What follows belongs to an exercise in optimizing a design on an open flow for small area, a short achievable clock period and few clock cycles; a production flow would make more cautious choices.
At most, simulation tests tie the RTL to the original design; equivalence was not proved.
No activity file was given, so power comes from the tool's default toggle rates.

## cpu_core
module cpu_core (
  input  logic               raw_clk,
  input  logic               button_reset,
  input  logic               prog_we,
  input  cpu6502_pkg::addr_t prog_addr,
  input  cpu6502_pkg::byte_t prog_data,
  output cpu6502_pkg::byte_t reg_a,
  output cpu6502_pkg::byte_t reg_x,
  output cpu6502_pkg::byte_t reg_y,
  output cpu6502_pkg::byte_t status,
  output logic               halted,
  output logic               fault
);
Size: roughly 4800 flip-flops, ~180000 um2 of cells after synthesis.
make LEC_CHECK=0 ABC_CLOCK_PERIOD_IN_PS=3500 CAP_MARGIN=20 CELL_PAD_IN_SITES_DETAIL_PLACEMENT=0 CELL_PAD_IN_SITES_GLOBAL_PLACEMENT=0 CORE_MARGIN=2 CORE_UTILIZATION=55 CTS_CLUSTER_DIAMETER=60 CTS_CLUSTER_SIZE=40 GPL_ROUTABILITY_DRIVEN=0 PLACE_DENSITY=0.65 SETUP_SLACK_MARGIN=5.0 SLEW_MARGIN=20 finish   # period 8.0 ns
run.sh (not shown) runs the stock make flow with config.mk's settings and CLKGATE_MAP_FILE= SYNTH_SCRIPT=/design/flow/synth_recipe.tcl, a recipe that flattens the netlist after the stock synthesis.
The baseline finished with timing, DRC and antenna clean.
Testbench counts at the start, summed over its fixed seeds: cycles 27,525.
Change:
- CELL_PAD_IN_SITES_DETAIL_PLACEMENT: 0 -> 1
- CELL_PAD_IN_SITES_GLOBAL_PLACEMENT: 0 -> 2
- GPL_ROUTABILITY_DRIVEN: 0 -> not set
What happened: Wire length rose by about 12%; maximum frequency fell by 1.1%; first-iteration DRC count fell by about 18%; via count rose by about 1.6%; worst setup slack loses 0.034 ns; total power rose by 1.9%; final area rose by about 0.7%; area after synthesis does not change; critical path depth fell by 5; final cell count rose by about 0.9%; die area stays the same.
Change:
- SETUP_SLACK_MARGIN: 5.0 -> 4.85
Area after synthesis stays the same.
Count of clock-buffer cells in the layout goes down by 4.
Synthesized cell count is unchanged.
Die area is unchanged.
Power decreases slightly.
Non-clock buffer count decreases by 97.
Global-route usage is lower by 0.75 points.
Design area falls slightly.
Final cell count decreases slightly.
Combinational power came out lower by a few percent.

========
the baseline:
cpu_core, a different RTL version from the one above (not shown whole).
Size: roughly 11000 cells after synthesis, ~180000 um2 of cells after synthesis.
==> flow/config.mk <==
export PLATFORM = sky130hd
export DESIGN_NAME = cpu_core
export DESIGN_NICKNAME = cpu_core
export VERILOG_FILES = /design/flow/design.v
export SDC_FILE = /design/flow/constraint.sdc
export NUM_CORES = 4
export LEC_CHECK = 0
export ABC_CLOCK_PERIOD_IN_PS = 3500
export CAP_MARGIN = 20
export CELL_PAD_IN_SITES_DETAIL_PLACEMENT = 1
export CELL_PAD_IN_SITES_GLOBAL_PLACEMENT = 2
export CORE_MARGIN = 2
export CORE_UTILIZATION = 55
export CTS_CLUSTER_DIAMETER = 60
export CTS_CLUSTER_SIZE = 40
export PLACE_DENSITY = 0.65
export SETUP_SLACK_MARGIN = 4.5
export SLEW_MARGIN = 20
==> flow/constraint.sdc <==
create_clock -name core_clock -period 8.0 [get_ports {raw_clk}]
set_input_delay 1.6000 -clock core_clock [delete_from_list [all_inputs] [get_ports {raw_clk}]]
set_output_delay 1.6000 -clock core_clock [all_outputs]
set_load 0.01 [all_outputs]
The baseline finished all stages; the layout is clean.
Setup changes, the baseline to the candidate
- a change of SETUP_SLACK_MARGIN from 4.5 to 4.0
==> comparison <==
Between the baseline and the candidate, the number of cells in the finished layout apart from fillers does not differ in any meaningful way.
Biggest fanout along the worst timing path delta (the candidate -> the baseline): insignificant
[compare] base=the baseline new=the candidate: detailed router's first-iteration violation count went down 1831, final period utilization went up by 6.6 points, worst supply voltage drop on vdd grew by 19%, static leakage power went down by about 0.6%, sequential share of cell area climbed 0.23 points.
Function was not checked in any run of this note: the RTL went through the layout flow alone.

========
cpu_core with an RTL version that a note above also has.
Size in the first run: roughly 11000 cells after synthesis.
Settings: LEC_CHECK=0, ABC_CLOCK_PERIOD_IN_PS=3500, CAP_MARGIN=20, CELL_PAD_IN_SITES_DETAIL_PLACEMENT=0, CELL_PAD_IN_SITES_GLOBAL_PLACEMENT=0, CORE_MARGIN=2, CORE_UTILIZATION=55, CTS_CLUSTER_DIAMETER=60, CTS_CLUSTER_SIZE=40, PLACE_DENSITY=0.6, SETUP_SLACK_MARGIN=5.0, SLEW_MARGIN=20; clock period 8.0 ns.
The starting point ran to the end with no violations.
Testbench counts at the start, summed over its fixed seeds: cycles 27,525.
Edit:
--- a/flow/config.mk
+++ b/flow/config.mk
@@ -14,5 +14,5 @@
 export CTS_CLUSTER_DIAMETER = 60
 export CTS_CLUSTER_SIZE = 40
-export PLACE_DENSITY = 0.6
+export PLACE_DENSITY = 0.65
 export SETUP_SLACK_MARGIN = 5.0
 export SLEW_MARGIN = 20
The new run produced a clean layout.
Final area hardly moves.
Cell count is about the same.
Clock skew rose by 0.011 ns.
Worst setup slack improves by 0.052 ns.
Non-clock buffer count rose by 21.
Count of clock-buffer cells in the layout fell by 2.
Area after synthesis does not change.

static timing again, ports no longer ideal:
Ports are ideal in the flow. The routed layouts listed here were re-timed in OpenROAD.
Step 1 assumes that a clkbuf_16 drives the clock port and a buf_2 every other input.
Step 2 also shifts input and output timing later by t, the mid clock arrival at the registers, as if the neighbouring blocks saw the same clock.
Three values: no drivers, after step 1, after step 2; two values: the first two.
run	shift t [ns]	slack for setup (ns)	worst hold slack (ns)	worst slew at a driven data input, ns
the first run of note 1	1.051	4.916 / 4.860 / 4.113	0.437 / 0.437 / 0.437	0.19
the second run of note 1	1.105	4.882 / 4.758 / 4.230	0.461 / 0.461 / 0.461	0.10
the third run of note 1	1.060	4.698 / 4.698 / 4.258	0.445 / 0.445 / 0.445	0.05
the baseline	1.046	4.415 / 4.415 / 3.609	0.474 / 0.474 / 0.474	0.21
the candidate	1.063	3.884 / 3.884 / 3.237	0.458 / 0.458 / 0.458	0.25
the first run of note 3	1.071	4.888 / 4.846 / 4.113	0.453 / 0.453 / 0.453	0.16
the second run of note 3	1.037	4.940 / 4.851 / 4.062	0.459 / 0.459 / 0.459	0.19
After both steps setup and hold are still met in every run listed. The setup slack of the second run of note 3, which loses most, moves by -0.089 ns with the drivers and by -0.878 ns with both steps.
